From an optimization exercise on the open Yosys and OpenROAD flow, aimed at small area; shortcuts taken in it are not production practice.
Only simulation tests tie the RTL to the original design; equivalence was not proved.
Power and IR drop assume default switching activity. No driver is modelled on the clock port, so clocking that relies on it looks cheaper here than on a real chip.

## pepper
Design wb_reg_file, start of the top module:
module wb_reg_file #(
    parameter int PC_BITS       = 32,
    parameter int REG_ADDR_BITS = 5
) (
    input  logic                     clk,
    input  logic                     rst,
    input  logic                     reg_write_wb,
    input  logic [1:0]               mem_to_reg_wb,
    input  logic [PC_BITS-1:0]       alu_out_wb,
    input  logic [PC_BITS-1:0]       read_data_wb,
    input  logic [PC_BITS-1:0]       pc_plus_4wb,
    input  logic [REG_ADDR_BITS-1:0] write_reg_wb,
    input  logic [REG_ADDR_BITS-1:0] rs_addr_d,
    input  logic [REG_ADDR_BITS-1:0] rt_addr_d,
    output logic [PC_BITS-1:0]       rs_data_d,
    output logic [PC_BITS-1:0]       rt_data_d,
    output logic [PC_BITS-1:0]       result_wb,
    output logic                     commit_wb,
    output logic [31:0]              wb_count
);
    localparam int NUM_REGS = 1 << REG_ADDR_BITS;
    logic [PC_BITS-1:0] regs_q [1:NUM_REGS-1];
    logic [31:0]        count_q;
    always_comb begin
        case (mem_to_reg_wb)
            2'b01:   result_wb = read_data_wb;
            2'b10:   result_wb = pc_plus_4wb;
            default: result_wb = alu_out_wb;
        endcase
    end
    assign commit_wb = reg_write_wb && (write_reg_wb != '0);
    assign wb_count  = count_q;
    logic [PC_BITS-1:0]  wdata;
    logic [NUM_REGS-1:1] wen;
    assign wdata = rst ? '0 : result_wb;
    always_comb begin
        for (int i = 1; i < NUM_REGS; i++) begin
            wen[i] = rst | (reg_write_wb && (write_reg_wb == REG_ADDR_BITS'(i)));
        end
    end
    logic [PC_BITS-1:0] regs_d [1:NUM_REGS-1];
    for (genvar i = 1; i < NUM_REGS; i++) begin : g_reg
        for (genvar j = 0; j < PC_BITS; j++) begin : g_bit
            wb_reg_hold u_hold (
                .q    (regs_q[i][j]),
                .wd   (wdata[j]),
  ...
clock: 6.0 ns
lec_check: 0
cap_margin: 20
core_margin: 2
core_utilization: 45
cts_cluster_diameter: 100
cts_cluster_size: 30
slew_margin: 20
synth_hierarchical: 1
standard.sh (not shown) runs the stock make flow with config.mk's settings and CLKGATE_MAP_FILE= SYNTH_SCRIPT=/design/flow/synth_recipe.tcl, a recipe that flattens the netlist after the stock synthesis.
==> flow/flow/run.sh <==
#!/bin/bash
# Standard ORFS layout (the standard.sh) with one change to how the layout is made: the port
# buffers are the smallest buffer instead of clkdlybuf4s50_1. Each tool's full log stays under
# orfs/logs/; make's own output goes to flow_make.log here.
set -euo pipefail
export BUFFER_PORTS_ARGS="-buffer_cell sky130_fd_sc_hd__buf_1"
bash standard.sh finish > flow_make.log 2>&1
pepper: flow completed, timing, DRC and antenna clean
## Diff of input files: willow against pepper
Settings: CORE_UTILIZATION changed from 45 to 55; PLACE_DENSITY newly set to 0.66.
==> flow/flow/run.sh <==
#!/bin/bash
# Standard ORFS layout (the standard.sh) with two changes to how the layout is made: the port
# buffers are the smallest buffer instead of clkdlybuf4s50_1, and clock tree synthesis inserts no
# dummy loads. Each tool's full log stays under orfs/logs/; make's own output goes to
# flow_make.log here.
set -euo pipefail
export BUFFER_PORTS_ARGS="-buffer_cell sky130_fd_sc_hd__buf_1"
export CTS_ARGS="-sink_clustering_enable -repair_clock_nets -sink_clustering_size 30 -sink_clustering_max_diameter 100 -dont_use_dummy_load"
bash standard.sh finish > flow_make.log 2>&1
### Flow results
Relative to pepper, the power per unit of standard cell area of willow is lower by 2.9 nW/um^2. Share of total power in sequential cells: willow > pepper. Overflow left after global routing: willow vs pepper identical. The higher total power draw of pepper and willow is in pepper. Number of buffers inserted by post-CTS setup repair came out exactly the same in pepper and willow. Relative to pepper, the number of cells after detailed placement of willow is lower by about 3.7%.
--- input diff willow..maple ---
Settings: CTS_CLUSTER_DIAMETER: 100 -> 80; PLACE_DENSITY: 0.66 -> 0.45; CORE_UTILIZATION: 55 -> 35; CTS_CLUSTER_SIZE: 30 -> 24.
==> flow/flow/run.sh <==
#!/bin/bash
# Standard ORFS layout (the standard.sh) with one change to how the layout is made: the port
# buffers are the smallest buffer instead of clkdlybuf4s50_1. Each tool's full log stays under
# orfs/logs/; make's own output goes to flow_make.log here.
set -euo pipefail
export BUFFER_PORTS_ARGS="-buffer_cell sky130_fd_sc_hd__buf_1"
bash standard.sh finish > flow_make.log 2>&1
[summary]
Taking willow as the reference, in maple setup violation total in the final timing report was more or less identical; power went up by 11%; final net count was more or less identical.
Diff willow -> maple: via count of the first global-routing pass went down; minimum setup slack in the final design went down; layout multi-input combinational cell count did not really move; post-route core utilization went down.
Compared with willow, maple shows headroom to the max-slew limit lower by 3.2 points.
~same hold-fix buffer count after cts in maple and willow
For sum of net half-perimeters after detailed placement, dividing the value from maple by the value from willow gives 1.17.

==> re-timing with driven ports <==
In the flow no input, the clock included, has a driving cell. The finished layouts below were timed again as built, in two steps. Step 1 sets driving cells, clkbuf_16 on the clock port and buf_2 on the other inputs (assumed; they add their load-dependent delay and slew). Step 2 adds t to the input delays and takes it off the output delays; t is the mean of the earliest and latest rising clock arrival at the registers after step 1. Input paths then give back, and output paths get back, about the clock's delay inside the block. Three values: ideal ports, drivers, drivers and shift; two values: the first two.
run	t (ns)	setup WS [ns]	hold slack, ns	cell pins on the clock port's net
pepper	0.705	0.599 / 0.537 / 0.537	0.499 / 0.499 / 0.499	1
willow	0.697	0.402 / 0.372 / 0.372	0.502 / 0.502 / 0.502	1
maple	0.771	0.389 / 0.261 / 0.261	0.507 / 0.507 / 0.507	1
After both steps setup and hold are still met in every run listed. For maple, which loses most, drivers alone change the setup slack by -0.128 ns; drivers and shift together by -0.128 ns.
